Background: an optimization exercise with open tools, aiming at small area, a short achievable clock period and few clock cycles. Do not read the settings as production practice. Function was checked by simulation only, so behaviour that the tests miss may differ from the original. Power and IR drop assume default switching activity.

==> flow/design.v <==
`default_nettype none
package mmts_pkg;
  localparam int unsigned TIME_W        = 16;
  localparam int unsigned ID_W          = 8;
  localparam int unsigned SLICE_W       = 8;
  localparam int unsigned MODE_W        = 2;
  localparam int unsigned QUANT_W       = 8;
  localparam int unsigned CFG_IDX_W     = 1;
  localparam int unsigned CFG_DATA_W    = 8;
  localparam int unsigned DEF_MAX_TASKS = 16;
endpackage
`default_nettype wire
`default_nettype none
module multi_mode_task_scheduler #(
  parameter int unsigned MAX_TASKS = 16
) (
  input  wire          clk_i,
  input  wire          rst_ni,
  input  wire          cfg_we_i,
  input  wire [0:0]    cfg_index_i,
  input  wire [7:0]    cfg_wdata_i,
  input  wire          in_valid_i,
  output logic         in_ready_o,
  input  wire          operation_i,
  input  wire [7:0]    task_id_i,
  input  wire [15:0]   arrival_time_i,
  input  wire [15:0]   burst_length_i,
  output logic         out_valid_o,
  input  wire          out_ready_i,
  output logic [15:0]  current_time_o,
  output logic         load_rejected_o,
  output logic         running_valid_o,
  output logic [7:0]   running_id_o,
  output logic         finished_o,
  output logic [15:0]  turnaround_time_o,
  output logic [15:0]  waiting_time_o,
  output logic [15:0]  response_time_o,
  output logic         all_done_o
);
  localparam int N = 16;
  logic [1:0]   mode_q;
  logic [7:0]   quantum_q;
  logic [15:0]  time_q;
  logic [7:0]   slice_q;
  logic         exp_q;                             
  logic [15:0]  act_rem_q;                         
  logic [N-1:0] used_q, inq_q, run_q, cand_q;      
  logic         anyq_q;                            
  logic [N-1:0] joined_q, started_q;               
  logic [N-1:0] rmz_q;                             
  logic [N*8-1:0]  id_q;
  logic [N*16-1:0] arr_q, rm_q, first_q;
  logic [N*17-1:0] ab_q;                           
  logic [N*N-1:0] b_q, s_q, q_q;
  logic         in_v_q, in_op_q;
  logic [7:0]   in_id_q;
  logic [15:0]  x_q;      
  logic [15:0]  z_q;      
  logic         s1_v_q, s1_tinc_q, s1_rej_q, s1_runv_q, s1_fin_q, s1_alld_q;
  logic [N-1:0] s1_last_q;                        
  logic         out_valid_q;
  logic s2_free, s1_free, ex_go, acc, tick, load;
  assign s2_free     = !out_valid_q || out_ready_i;
  assign s1_free     = !s1_v_q || s2_free;
  assign ex_go       = in_v_q && s1_free;
  assign in_ready_o  = !in_v_q || s1_free;
  assign out_valid_o = out_valid_q;
  assign acc  = in_valid_i && in_ready_o;
  assign tick = ex_go && in_op_q;
  assign load = ex_go && !in_op_q;
  function automatic logic le16(input logic [15:0] a, input logic [15:0] b);
    logic [15:0] g, e;
    logic [7:0]  g1, e1;
    logic [3:0]  g2, e2;
    logic [1:0]  g3, e3;
    g = ~a & b;
    e = ~(a ^ b);
    for (int k = 0; k < 8; k++) begin
      g1[k] = g[2*k+1] | (e[2*k+1] & g[2*k]);
      e1[k] = e[2*k+1] & e[2*k];
    end
    for (int k = 0; k < 4; k++) begin
      g2[k] = g1[2*k+1] | (e1[2*k+1] & g1[2*k]);
      e2[k] = e1[2*k+1] & e1[2*k];
    end
    for (int k = 0; k < 2; k++) begin
      g3[k] = g2[2*k+1] | (e2[2*k+1] & g2[2*k]);
      e3[k] = e2[2*k+1] & e2[2*k];
    end
    le16 = g3[1] | (e3[1] & (g3[0] | e3[0]));
  endfunction
  function automatic logic is_pred(input logic [15:0] z, input logic [15:0] r);
    logic [15:0] y;
    logic        ok;
    y  = ~r;
    ok = !(z[0] ^ y[0]);
    for (int p = 0; p < 15; p++) begin
      ok = ok && ((z[p+1] ^ y[p+1]) == (z[p] | y[p]));
    end
    is_pred = ok;
  endfunction
  logic [N-1:0] rlt, req;
  always_comb begin
    for (int i = 0; i < N; i++) begin
      rlt[i] = le16(z_q, rm_q[i*16 +: 16]);
      req[i] = is_pred(z_q, rm_q[i*16 +: 16]);
    end
  end
  logic         is_srtf, is_rr, act_v, expire, anyq, anyw, r_wins, keep_run;
  logic         newsel, preempt, selv, fin;
  logic [N-1:0] cand, x_rr, x_p, x_all, vset, win, sel, inq_next, run_next, brow, live;
  logic [15:0]  rm_w, time_p1;
  assign is_srtf = (mode_q == 2'd1);
  assign is_rr   = (mode_q == 2'd2);
  assign act_v   = |run_q;
  assign expire  = is_rr && exp_q && act_v;
  assign anyq    = anyq_q;
  assign cand    = cand_q;
  assign x_rr    = expire ? run_q : '0;
  assign vset    = (is_rr && anyq) ? inq_q : is_rr ? cand : (inq_q | cand);
  logic [N-1:0]   mm [N];
  logic [N*N-1:0] se;
  always_comb begin
    brow = '0;
    for (int i = 0; i < N; i++) begin
      mm[i][i] = 1'b1;
      for (int j = i + 1; j < N; j++) begin
        if (run_q[i])      se[i*N+j] = rlt[j] || (req[j] && b_q[i*N+j]);
        else if (run_q[j]) se[i*N+j] = !(rlt[i] || (req[i] && !b_q[i*N+j]));
        else               se[i*N+j] = s_q[i*N+j];
        mm[i][j] = is_srtf ? s_q[i*N+j] : (is_rr && anyq) ? q_q[i*N+j] : b_q[i*N+j];
        mm[j][i] = !mm[i][j];
        brow[j] = brow[j] | (run_q[i] && b_q[i*N+j]);
        brow[i] = brow[i] | (run_q[j] && !b_q[i*N+j]);
      end
    end
    for (int i = 0; i < N; i++) begin
      win[i] = vset[i] && (&(~vset | mm[i]));
    end
  end
  assign live     = rlt | (req & brow);            
  assign anyw     = |vset;                         
  assign r_wins   = &(~vset | live);               
  assign keep_run = act_v && (is_srtf ? r_wins : is_rr ? (!expire || !anyw) : 1'b1);
  assign sel      = keep_run ? run_q : win;
  assign newsel   = (!keep_run && anyw) || (expire && !anyw);
  assign preempt  = is_srtf && act_v && !r_wins;
  assign x_p      = preempt ? run_q : '0;
  assign x_all    = x_rr | x_p;
  assign selv     = keep_run || anyw;
  always_comb begin
    rm_w = '0;
    for (int i = 0; i < N; i++) begin
      rm_w = rm_w | (win[i] ? rm_q[i*16 +: 16] : 16'd0);
    end
  end
  logic [15:0] act_rem_d;
  assign act_rem_d = (tick && selv) ? (keep_run ? z_q - 16'd1 : rm_w) : act_rem_q;
  assign fin      = keep_run ? (z_q == 16'd1) : |(win & rmz_q);
  assign inq_next = (inq_q | cand | x_all) & ~sel;
  assign run_next = fin ? '0 : sel;
  assign time_p1  = (time_q != 16'hFFFF) ? time_q + 16'd1 : time_q;
  logic [15:0] time_d, time_p1_d;
  assign time_d    = tick ? time_p1 : time_q;
  assign time_p1_d = (time_d != 16'hFFFF) ? time_d + 16'd1 : time_d;
  logic         alld_tick, alld_now, alive_one;
  logic [N-1:0] alive;
  assign alive     = used_q & (~joined_q | inq_q | run_q);
  assign alld_now  = (alive == '0);
  always_comb begin
    logic seen, two;
    seen = 1'b0;
    two  = 1'b0;
    for (int i = 0; i < N; i++) begin
      two  = two | (seen & alive[i]);
      seen = seen | alive[i];
    end
    alive_one = seen & !two;
  end
  assign alld_tick = alld_now || (alive_one && |(alive & sel) && fin);
  logic [N-1:0] ale;
  always_comb begin
    for (int i = 0; i < N; i++) begin
      ale[i] = le16(arr_q[i*16 +: 16], x_q);
    end
  end
  logic         reject, ld_en, arr_now;
  logic [N-1:0] newslot;
  assign reject  = used_q[N-1] || (z_q == 16'd0);
  assign ld_en   = load && !reject;
  assign newslot = ~used_q & {used_q[N-2:0], 1'b1};
  assign arr_now = le16(x_q, time_q);
  logic [7:0] quantum_d, q_eff_d, slice_inc, slice_d;
  assign quantum_d = (cfg_we_i && cfg_index_i == 1'b1) ? cfg_wdata_i : quantum_q;
  assign q_eff_d   = (quantum_d == 8'd0) ? 8'd1 : quantum_d;
  assign slice_inc = (slice_q != 8'hFF) ? slice_q + 8'd1 : slice_q;
  assign slice_d   = (tick && selv) ? (newsel ? 8'd1 : slice_inc) : slice_q;
  always_ff @(posedge clk_i or negedge rst_ni) begin
    if (!rst_ni) begin
      mode_q      <= 2'd0;
      quantum_q   <= 8'd1;
      time_q      <= '0;
      used_q      <= '0;
      inq_q       <= '0;
      anyq_q      <= 1'b0;
      run_q       <= '0;
      cand_q      <= '0;
      in_v_q      <= 1'b0;
      s1_v_q      <= 1'b0;
      out_valid_q <= 1'b0;
    end else begin
      if (cfg_we_i && cfg_index_i == 1'b0) mode_q <= cfg_wdata_i[1:0];
      quantum_q <= quantum_d;
      if (tick) begin
        time_q <= time_p1;
        inq_q  <= inq_next;
        anyq_q <= |inq_next;
        run_q  <= run_next;
        cand_q <= used_q & ~(joined_q | cand_q) & ale;
      end
      if (ld_en) begin
        cand_q <= cand_q | (newslot & {N{arr_now}});
      end
      if (ld_en) begin
        used_q <= used_q | newslot;
      end
      in_v_q      <= acc || (in_v_q && !s1_free);
      s1_v_q      <= ex_go || (s1_v_q && !s2_free);
      out_valid_q <= (s1_v_q && s2_free) || (out_valid_q && !out_ready_i);
    end
  end
  always_ff @(posedge clk_i) begin
    if (acc) begin
      in_op_q  <= operation_i;
      in_id_q  <= task_id_i;
    end
    slice_q <= slice_d;
    exp_q   <= (tick && selv) ? (newsel ? (q_eff_d == 8'd1) : (slice_inc >= q_eff_d))
                              : (slice_q >= q_eff_d);
    act_rem_q <= act_rem_d;
    z_q       <= (acc ? operation_i : in_op_q) ? act_rem_d : acc ? burst_length_i : z_q;
    x_q       <= (acc ? operation_i : in_op_q) ? time_p1_d : acc ? arrival_time_i : x_q;
    for (int i = 0; i < N; i++) begin
      if ((ld_en && newslot[i]) || (tick && run_q[i])) begin
        rm_q[i*16 +: 16] <= z_q - 16'd1;
        rmz_q[i]         <= (z_q == 16'd1);
      end
      if (ld_en && newslot[i]) begin
        id_q[i*8 +: 8]      <= in_id_q;
        arr_q[i*16 +: 16]   <= x_q;
        ab_q[i*17 +: 17]    <= {1'b0, x_q} + {1'b0, z_q};
        joined_q[i]  <= 1'b0;
        started_q[i] <= 1'b0;
      end
      if (tick) begin
        joined_q[i]  <= joined_q[i] | cand[i];
        if (sel[i]) begin
          started_q[i] <= 1'b1;
          if (!started_q[i]) first_q[i*16 +: 16] <= time_q;
        end
      end
    end
    for (int i = 0; i < N; i++) begin
      for (int j = i + 1; j < N; j++) begin
        if (ld_en && newslot[j]) begin
          b_q[i*N+j] <= ale[i];
          s_q[i*N+j] <= !(rlt[i] || (req[i] && !ale[i]));
        end
        if (tick) begin
          if (run_q[i] || run_q[j]) s_q[i*N+j] <= se[i*N+j];
          q_q[i*N+j] <= !x_all[i] && (x_all[j] || (cand[i] ? (cand[j] && b_q[i*N+j])
                                                            : (cand[j] || q_q[i*N+j])));
        end
      end
    end
  end
  always_ff @(posedge clk_i) begin
    if (ex_go) begin
      s1_tinc_q <= in_op_q && (time_q != 16'hFFFF);
      s1_rej_q  <= !in_op_q && reject;
      s1_runv_q <= in_op_q && selv;
      s1_fin_q  <= in_op_q && fin;
      s1_alld_q <= in_op_q ? alld_tick : (reject && alld_now);
      s1_last_q <= in_op_q ? sel : '0;
    end
  end
  logic [7:0]  id_l;
  logic [15:0] arr_l, first_l, ta, wt, rt;
  logic [16:0] ab_l, wt17;
  always_comb begin
    id_l = '0; arr_l = '0; ab_l = '0; first_l = '0;
    for (int i = 0; i < N; i++) begin
      id_l    = id_l    | (s1_last_q[i] ? id_q[i*8 +: 8]      : 8'd0);
      arr_l   = arr_l   | (s1_last_q[i] ? arr_q[i*16 +: 16]   : 16'd0);
      ab_l    = ab_l    | (s1_last_q[i] ? ab_q[i*17 +: 17]    : 17'd0);
      first_l = first_l | (s1_last_q[i] ? first_q[i*16 +: 16] : 16'd0);
    end
  end
  assign ta = time_q - arr_l;
  assign wt17 = {1'b0, time_q} - ab_l;
  assign wt = wt17[16] ? 16'd0 : wt17[15:0];
  assign rt = first_l - arr_l;
  always_ff @(posedge clk_i) begin
    if (s1_v_q && s2_free) begin
      current_time_o    <= time_q - {15'd0, s1_tinc_q};
      load_rejected_o   <= s1_rej_q;
      running_valid_o   <= s1_runv_q;
      running_id_o      <= id_l;
      finished_o        <= s1_fin_q;
      turnaround_time_o <= s1_fin_q ? ta : 16'd0;
      waiting_time_o    <= s1_fin_q ? wt : 16'd0;
      response_time_o   <= s1_fin_q ? rt : 16'd0;
      all_done_o        <= s1_alld_q;
    end
  end
endmodule
`default_nettype wire
clock: 9.0 ns
lec_check: 0
cap_margin: 20
core_margin: 2
core_utilization: 25
cts_cluster_diameter: 100
cts_cluster_size: 18
place_density: 0.35
setup_slack_margin: 4.0
slew_margin: 20
run.sh (not shown) runs the stock make flow with config.mk's settings and CLKGATE_MAP_FILE= SYNTH_SCRIPT=/design/flow/synth_recipe.tcl, a recipe that flattens the netlist after the stock synthesis.
Testbench counts at the start, summed over its fixed seeds: cycles 11,053.
Rerun with:
--- a/flow/design.v
+++ b/flow/design.v
@@ -155,9 +155,30 @@
     end
   end
-  logic [15:0] act_rem_d;
-  assign act_rem_d = (tick && selv) ? (keep_run ? z_q - 16'd1 : rm_w) : act_rem_q;
-  assign fin      = keep_run ? (z_q == 16'd1) : |(win & rmz_q);
-  assign inq_next = (inq_q | cand | x_all) & ~sel;
-  assign run_next = fin ? '0 : sel;
+  logic         fin_k, fin_w, anyq_next, two_vw;
+  logic [N-1:0] vw;
+  logic [15:0]  act_rem_d, z_d, z_k, z_n, z_other;
+  logic         next_op;
+  assign fin_k    = (z_q == 16'd1);
+  assign fin_w    = |(win & rmz_q);
+  assign fin      = keep_run ? fin_k : fin_w;
+  assign vw       = inq_q | cand | x_rr | ((is_srtf && act_v) ? run_q : '0);
+  assign inq_next = keep_run ? (inq_q | cand) : (vw & ~win);
+  always_comb begin
+    logic seen;
+    seen   = 1'b0;
+    two_vw = 1'b0;
+    for (int i = 0; i < N; i++) begin
+      two_vw = two_vw | (seen & vw[i]);
+      seen   = seen | vw[i];
+    end
+  end
+  assign anyq_next = keep_run ? |(inq_q | cand) : (anyw ? two_vw : |vw);
+  assign run_next  = keep_run ? (fin_k ? '0 : run_q) : (fin_w ? '0 : win);
+  assign act_rem_d = !tick ? act_rem_q : keep_run ? z_q - 16'd1 : rm_w;
+  assign next_op   = acc ? operation_i : in_op_q;
+  assign z_other   = acc ? burst_length_i : z_q;
+  assign z_k       = !next_op ? z_other : tick ? z_q - 16'd1 : act_rem_q;
+  assign z_n       = !next_op ? z_other : tick ? rm_w : act_rem_q;
+  assign z_d       = keep_run ? z_k : z_n;
   assign time_p1  = (time_q != 16'hFFFF) ? time_q + 16'd1 : time_q;
   logic [15:0] time_d, time_p1_d;
@@ -178,5 +199,6 @@
     alive_one = seen & !two;
   end
-  assign alld_tick = alld_now || (alive_one && |(alive & sel) && fin);
+  assign alld_tick = alld_now || (alive_one && (keep_run ? (|(alive & run_q) && fin_k)
+                                                        : (|(alive & win) && fin_w)));
   logic [N-1:0] ale;
   always_comb begin
@@ -215,5 +237,5 @@
         time_q <= time_p1;
         inq_q  <= inq_next;
-        anyq_q <= |inq_next;
+        anyq_q <= anyq_next;
         run_q  <= run_next;
         cand_q <= used_q & ~(joined_q | cand_q) & ale;
@@ -239,5 +261,5 @@
                               : (slice_q >= q_eff_d);
     act_rem_q <= act_rem_d;
-    z_q       <= (acc ? operation_i : in_op_q) ? act_rem_d : acc ? burst_length_i : z_q;
+    z_q       <= z_d;
     x_q       <= (acc ? operation_i : in_op_q) ? time_p1_d : acc ? arrival_time_i : x_q;
     for (int i = 0; i < N; i++) begin
=> Utilization goes down by 0.97 points. Setup slack got worse by 0.093 ns. Worst hold slack got worse by 0.028 ns. Power shrinks by a quarter to a third. Via count came out higher by a few percent. Register-to-register slack loses 0.09 ns. Non-clock buffer count shrinks by 162. Synthesized area came out higher slightly. Maximum frequency drops slightly. Wire length grows by a few percent. Final area decreases slightly. Clock power grows by a few percent.
Testbench counts after the change, summed over its fixed seeds: cycles 11,053.

[static timing again, ports no longer ideal]
How much do the figures lean on ideal ports? The routed layouts below were timed once more, with nothing changed but the port constraints.
Step 1, drivers: a clkbuf_16 drives clk_i and a buf_2 each remaining input, both assumed.
Step 2 adds t to the input delays and takes it off the output delays; t is the mean of the earliest and latest rising clock arrival at the registers after step 1. Input paths then give back, and output paths get back, about the clock's delay inside the block.
Slacks: no drivers / after step 1 / after step 2; pairs: no drivers / after step 1.
run | t, ns | slack for setup (ns) | worst setup path at the end | clock arrival spread, ns | cell pins on the clock port's net
the first run | 0.998 | 3.623 / 3.623 / 3.060 | input to register | 0.054 / 0.054 | 1
the second run | 0.993 | 3.530 / 3.530 / 3.246 | input to register | 0.083 / 0.083 | 1
After both steps every run listed still meets setup and hold. The setup slack of the first run, which loses most, moves by 0.000 ns with the drivers and by -0.563 ns with both steps.
